This is an optimization exercise on Yosys and OpenROAD, whose aim is small area, not a production implementation. Function was checked by simulation only, so behaviour that the tests miss may differ from the original. Power and IR drop assume default switching activity.

==> flow/design.v <==
package iot_pkg;
	localparam int BYTE_W = 8;    
	localparam int ITEM_W = 128;  
	localparam int CRC_W  = 3;    
	localparam int IDX_W  = 4;    
	typedef logic [BYTE_W-1:0] byte_t;
	typedef logic [ITEM_W-1:0] item_t;      
	typedef logic [CRC_W-1:0]  crc_t;
	typedef logic [IDX_W-1:0]  byte_idx_t;
	typedef enum logic [2:0] {
		fn_crc = 3'd3,  
		fn_max = 3'd4,  
		fn_min = 3'd5   
	} fn_e;
	localparam crc_t CRC_POLY = 3'b101;
endpackage
`timescale 1ns/1ps
`timescale 1ns/1ps
module crc3_unit (
	input  iot_pkg::crc_t  rem_in,   
	input  iot_pkg::byte_t byte_in,
	output iot_pkg::crc_t  rem_out,  
	output iot_pkg::crc_t  crc_out   
);
	function automatic iot_pkg::crc_t crc_step(iot_pkg::crc_t r, logic b);
		iot_pkg::crc_t nxt;
		nxt = {r[iot_pkg::CRC_W-2:0], b};
		if (r[iot_pkg::CRC_W-1])
			nxt = nxt ^ iot_pkg::CRC_POLY;  
		crc_step = nxt;
	endfunction
	always_comb begin
		rem_out = rem_in;
		for (int i = iot_pkg::BYTE_W - 1; i >= 0; i--)
			rem_out = crc_step(rem_out, byte_in[i]);
		crc_out = rem_out;
		for (int i = 0; i < iot_pkg::CRC_W; i++)
			crc_out = crc_step(crc_out, 1'b0);  
	end
endmodule
`timescale 1ns/1ps
module rank_unit (
	input  logic           clk,
	input  logic           min_mode,   
	input  logic           step_best,
	input  logic           step_second,
	input  logic           first_byte,  
	input  logic           first_item,  
	input  logic           second_item, 
	input  logic           in_en,
	input  iot_pkg::byte_t iot_in,
	input  iot_pkg::byte_t held_byte,   
	input  logic           use_held,
	input  logic           crc_mode,    
	input  iot_pkg::crc_t  crc_rem,     
	input  iot_pkg::crc_t  crc_res,     
	output iot_pkg::item_t best_q,
	output iot_pkg::item_t second_q
);
	iot_pkg::item_t best_n_q, second_n_q;
	assign best_q   = ~best_n_q;
	assign second_q = ~second_n_q;
	logic [1:0] cmp_best_q, cmp_second_q;
	logic [1:0] prev_best, prev_second, cmp_best, cmp_second;
	iot_pkg::byte_t top_best, top_second;
	iot_pkg::byte_t in_best, in_second;
	logic better_best, better_second;
	assign top_best   = best_q[iot_pkg::ITEM_W-1 -: iot_pkg::BYTE_W];
	assign top_second = second_q[iot_pkg::ITEM_W-1 -: iot_pkg::BYTE_W];
	always_comb begin
		if (min_mode) begin
			better_best   = (iot_in < top_best);
			better_second = (iot_in < top_second);
		end else begin
			better_best   = (iot_in > top_best);
			better_second = (iot_in > top_second);
		end
		prev_best   = first_byte ? 2'b00 : cmp_best_q;
		prev_second = second_item ? 2'b11 : (first_byte ? 2'b00 : cmp_second_q);
		cmp_best   = prev_best[1]   ? prev_best   : {iot_in != top_best,   better_best};
		cmp_second = prev_second[1] ? prev_second : {iot_in != top_second, better_second};
		if (use_held)
			in_best = held_byte;
		else if (!first_item && cmp_best == 2'b10)
			in_best = top_best;
		else
			in_best = iot_in;
		if (cmp_best == 2'b11)
			in_second = top_best;
		else if (cmp_second == 2'b10)
			in_second = top_second;
		else
			in_second = iot_in;
		if (crc_mode) begin
			in_best[iot_pkg::CRC_W-1:0]   = crc_rem;
			in_second[iot_pkg::CRC_W-1:0] = crc_res;
		end
	end
	always_ff @(posedge clk) begin
		if (in_en) begin
			cmp_best_q   <= cmp_best;
			cmp_second_q <= cmp_second;
		end
		if (step_best)
			best_n_q <= {best_n_q[iot_pkg::ITEM_W-iot_pkg::BYTE_W-1:0], ~in_best};
		if (step_second)
			second_n_q <= {second_n_q[iot_pkg::ITEM_W-iot_pkg::BYTE_W-1:0], ~in_second};
	end
endmodule
`timescale 1ns/1ps
module iot_filter (
	input  logic           clk,
	input  logic           rst,
	input  logic           in_en,
	input  iot_pkg::byte_t iot_in,
	input  logic [2:0]     fn_sel,
	output logic           busy,
	output logic           valid,
	output iot_pkg::item_t iot_out
);
	logic crc_mode, rank_mode, min_mode;
	assign crc_mode  = (fn_sel == iot_pkg::fn_crc);
	assign rank_mode = (fn_sel == iot_pkg::fn_max) || (fn_sel == iot_pkg::fn_min);
	assign min_mode  = (fn_sel == iot_pkg::fn_min);
	iot_pkg::byte_idx_t byte_cnt;   
	logic [2:0]         item_cnt;   
	logic [2:0]         phase_q;    
	logic first_byte, last_byte, last_item, start;
	assign first_byte = (byte_cnt == '0);
	assign last_byte  = (byte_cnt == '1);
	assign last_item  = (item_cnt == '1);
	assign start = in_en && last_byte && (crc_mode || (rank_mode && last_item));
	logic ph1, ph3, ph4, ph5;
	assign ph1 = phase_q[2] & ~phase_q[1];
	assign ph3 = phase_q[2] &  phase_q[0];
	assign ph4 = ~phase_q[2] & phase_q[1];
	assign ph5 = ~phase_q[1] & phase_q[0];
	always_ff @(posedge clk or posedge rst) begin
		if (rst) begin
			byte_cnt <= '0;
			item_cnt <= '0;
			phase_q  <= '0;
		end else begin
			if (in_en) begin
				byte_cnt <= byte_cnt + 1'b1;
				if (last_byte)
					item_cnt <= item_cnt + 1'b1;
			end
			phase_q <= {start | (~phase_q[0] & (phase_q[2] | phase_q[1])), phase_q[2], phase_q[1]};
		end
	end
	assign busy  = rank_mode & (phase_q[2] | phase_q[1]);
	assign valid = phase_q[0] & (phase_q[2] ? crc_mode : rank_mode);
	iot_pkg::byte_t held_q;
	logic use_held;
	always_ff @(posedge clk) begin
		if (ph1)
			held_q <= iot_in;
	end
	assign use_held = rank_mode & ph5 & (byte_cnt == iot_pkg::byte_idx_t'(1));
	iot_pkg::item_t best_q, second_q;
	iot_pkg::crc_t  crc_rem, crc_res;
	crc3_unit i_crc (
		.rem_in(first_byte ? '0 : best_q[iot_pkg::CRC_W-1:0]),
		.byte_in(iot_in),
		.rem_out(crc_rem),
		.crc_out(crc_res)
	);
	logic step_best, step_second, first_item, second_item;
	assign first_item  = (item_cnt == 3'd0);
	assign second_item = (item_cnt == 3'd1);
	assign step_best   = (in_en & ~(rank_mode & ph1)) | use_held;
	assign step_second = in_en & (crc_mode ? last_byte : ~first_item);
	rank_unit i_rank (
		.clk(clk), .min_mode(min_mode),
		.step_best(step_best), .step_second(step_second),
		.first_byte(first_byte), .first_item(first_item), .second_item(second_item),
		.in_en(in_en), .iot_in(iot_in), .held_byte(held_q), .use_held(use_held),
		.crc_mode(crc_mode), .crc_rem(crc_rem), .crc_res(crc_res),
		.best_q(best_q), .second_q(second_q)
	);
	logic sel_best, sel_second, sel_low;
	assign sel_best   = rank_mode & ph4;
	assign sel_second = rank_mode & ph5;
	assign sel_low    = sel_second | (crc_mode & ph3);
	assign iot_out[iot_pkg::ITEM_W-1:iot_pkg::CRC_W] =
		({(iot_pkg::ITEM_W-iot_pkg::CRC_W){sel_best}}   & best_q[iot_pkg::ITEM_W-1:iot_pkg::CRC_W]) |
		({(iot_pkg::ITEM_W-iot_pkg::CRC_W){sel_second}} & second_q[iot_pkg::ITEM_W-1:iot_pkg::CRC_W]);
	assign iot_out[iot_pkg::CRC_W-1:0] =
		({iot_pkg::CRC_W{sel_best}} & best_q[iot_pkg::CRC_W-1:0]) |
		({iot_pkg::CRC_W{sel_low}}  & second_q[iot_pkg::CRC_W-1:0]);
endmodule
==> flow/config.mk <==
export PLATFORM = sky130hd
export DESIGN_NAME = iot_filter
export DESIGN_NICKNAME = iot_filter
export VERILOG_FILES = /design/flow/design.v
export SDC_FILE = /design/flow/constraint.sdc
export NUM_CORES = 4
export LEC_CHECK = 0
export ABC_AREA = 1
export CAP_MARGIN = 20
export CORE_MARGIN = 2
export CORE_UTILIZATION = 70
export SLEW_MARGIN = 20
==> flow/constraint.sdc <==
create_clock -name core_clock -period 6.0 [get_ports {clk}]
set_input_delay 1.2000 -clock core_clock [delete_from_list [all_inputs] [get_ports {clk}]]
set_output_delay 1.2000 -clock core_clock [all_outputs]
set_load 0.01 [all_outputs]
standard.sh (not shown) runs the stock make flow with config.mk's settings and CLKGATE_MAP_FILE= SYNTH_SCRIPT=/design/flow/synth_recipe.tcl, a recipe that flattens the netlist after the stock synthesis.
==> flow/flow/run.sh <==
#!/bin/bash
# The standard layout (standard.sh), with two changes:
# every port is buffered by the smallest buffer, sky130_fd_sc_hd__buf_1, instead of the
# one buffer_ports picks itself; and clock tree synthesis uses larger sink clusters and
# inserts no dummy loads.
set -euo pipefail
bash standard.sh \
  "BUFFER_PORTS_ARGS=-buffer_cell sky130_fd_sc_hd__buf_1" \
  "CTS_ARGS=-sink_clustering_enable -repair_clock_nets -dont_use_dummy_load -buf_list sky130_fd_sc_hd__clkbuf_8 -sink_clustering_size 18 -sink_clustering_max_diameter 70" \
  finish > make_finish.log 2>&1
Rerun with:
--- a/flow/design.v
+++ b/flow/design.v
@@ -14,32 +14,22 @@
 	} fn_e;
 	localparam crc_t CRC_POLY = 3'b101;
 endpackage
 `timescale 1ns/1ps
 `timescale 1ns/1ps
 module crc3_unit (
-	input  iot_pkg::crc_t  rem_in,   
+	input  iot_pkg::crc_t  crc_in,   
 	input  iot_pkg::byte_t byte_in,
-	output iot_pkg::crc_t  rem_out,  
 	output iot_pkg::crc_t  crc_out   
 );
-	function automatic iot_pkg::crc_t crc_step(iot_pkg::crc_t r, logic b);
-		iot_pkg::crc_t nxt;
-		nxt = {r[iot_pkg::CRC_W-2:0], b};
-		if (r[iot_pkg::CRC_W-1])
-			nxt = nxt ^ iot_pkg::CRC_POLY;  
-		crc_step = nxt;
-	endfunction
-	always_comb begin
-		rem_out = rem_in;
-		for (int i = iot_pkg::BYTE_W - 1; i >= 0; i--)
-			rem_out = crc_step(rem_out, byte_in[i]);
-		crc_out = rem_out;
-		for (int i = 0; i < iot_pkg::CRC_W; i++)
-			crc_out = crc_step(crc_out, 1'b0);  
-	end
+	logic b07, b12;
+	assign b07 = byte_in[0] ^ byte_in[7];
+	assign b12 = byte_in[1] ^ byte_in[2];
+	assign crc_out[0] = crc_in[2] ^ b07 ^ b12 ^ byte_in[4];
+	assign crc_out[1] = crc_in[0] ^ b12 ^ byte_in[3] ^ byte_in[5];
+	assign crc_out[2] = crc_in[1] ^ crc_in[2] ^ b07 ^ byte_in[1] ^ byte_in[3] ^ byte_in[6];
 endmodule
 `timescale 1ns/1ps
 module rank_unit (
 	input  logic           clk,
 	input  logic           min_mode,   
 	input  logic           step_best,
@@ -49,14 +39,13 @@
 	input  logic           second_item, 
 	input  logic           in_en,
 	input  iot_pkg::byte_t iot_in,
 	input  iot_pkg::byte_t held_byte,   
 	input  logic           use_held,
 	input  logic           crc_mode,    
-	input  iot_pkg::crc_t  crc_rem,     
-	input  iot_pkg::crc_t  crc_res,     
+	input  iot_pkg::crc_t  crc_val,     
 	output iot_pkg::item_t best_q,
 	output iot_pkg::item_t second_q
 );
 	iot_pkg::item_t best_n_q, second_n_q;
 	assign best_q   = ~best_n_q;
 	assign second_q = ~second_n_q;
@@ -89,14 +78,14 @@
 			in_second = top_best;
 		else if (cmp_second == 2'b10)
 			in_second = top_second;
 		else
 			in_second = iot_in;
 		if (crc_mode) begin
-			in_best[iot_pkg::CRC_W-1:0]   = crc_rem;
-			in_second[iot_pkg::CRC_W-1:0] = crc_res;
+			in_best[iot_pkg::CRC_W-1:0]   = crc_val;
+			in_second[iot_pkg::CRC_W-1:0] = crc_val;
 		end
 	end
 	always_ff @(posedge clk) begin
 		if (in_en) begin
 			cmp_best_q   <= cmp_best;
 			cmp_second_q <= cmp_second;
@@ -156,30 +145,29 @@
 	always_ff @(posedge clk) begin
 		if (ph1)
 			held_q <= iot_in;
 	end
 	assign use_held = rank_mode & ph5 & (byte_cnt == iot_pkg::byte_idx_t'(1));
 	iot_pkg::item_t best_q, second_q;
-	iot_pkg::crc_t  crc_rem, crc_res;
+	iot_pkg::crc_t  crc_val;
 	crc3_unit i_crc (
-		.rem_in(first_byte ? '0 : best_q[iot_pkg::CRC_W-1:0]),
+		.crc_in(first_byte ? '0 : best_q[iot_pkg::CRC_W-1:0]),
 		.byte_in(iot_in),
-		.rem_out(crc_rem),
-		.crc_out(crc_res)
+		.crc_out(crc_val)
 	);
 	logic step_best, step_second, first_item, second_item;
 	assign first_item  = (item_cnt == 3'd0);
 	assign second_item = (item_cnt == 3'd1);
 	assign step_best   = (in_en & ~(rank_mode & ph1)) | use_held;
 	assign step_second = in_en & (crc_mode ? last_byte : ~first_item);
 	rank_unit i_rank (
 		.clk(clk), .min_mode(min_mode),
 		.step_best(step_best), .step_second(step_second),
 		.first_byte(first_byte), .first_item(first_item), .second_item(second_item),
 		.in_en(in_en), .iot_in(iot_in), .held_byte(held_q), .use_held(use_held),
-		.crc_mode(crc_mode), .crc_rem(crc_rem), .crc_res(crc_res),
+		.crc_mode(crc_mode), .crc_val(crc_val),
 		.best_q(best_q), .second_q(second_q)
 	);
 	logic sel_best, sel_second, sel_low;
 	assign sel_best   = rank_mode & ph4;
 	assign sel_second = rank_mode & ph5;
 	assign sel_low    = sel_second | (crc_mode & ph3);
Result:
- total power is lower by 7.2%
- via count is lower by 0.95%
- cell count is lower by 1.6%
- count of clock-buffer cells in the layout does not change
- wire length hardly moves
- register-to-register slack improved by 0.41 ns
- design area is lower by 1.1%
- clock power is lower by about 1%
- synthesized area is lower by 0.99%
- fmax is lower by 3.0%
- sequential share of layout area is higher by 0.74 points
- non-clock buffer count is lower by 2

## afterwards: timing with drivers on the ports
How much do the figures lean on ideal ports? The routed layouts below were timed once more, with nothing changed but the port constraints.
Step 1 sets driving cells, clkbuf_16 on the clock port and buf_2 on the other inputs (assumed; they add their load-dependent delay and slew).
Step 2 adds t to the input delays and takes it off the output delays; t is the mean of the earliest and latest rising clock arrival at the registers after step 1. Input paths then give back, and output paths get back, about the clock's delay inside the block.
Slacks: ideal / step 1 / step 2; pairs: ideal / step 1.
| run | t, ns | setup WS [ns] | worst register clock-pin slew, ns |
|---|---|---|---|
| the first run | 0.538 | 1.466 / 1.438 / 1.438 | 0.11 / 0.11 |
| the second run | 0.532 | 1.324 / 1.299 / 1.299 | 0.11 / 0.11 |
After both steps setup and hold are still met in every run listed. For the first run, which loses most, drivers alone change the setup slack by -0.028 ns; drivers and shift together by -0.028 ns.
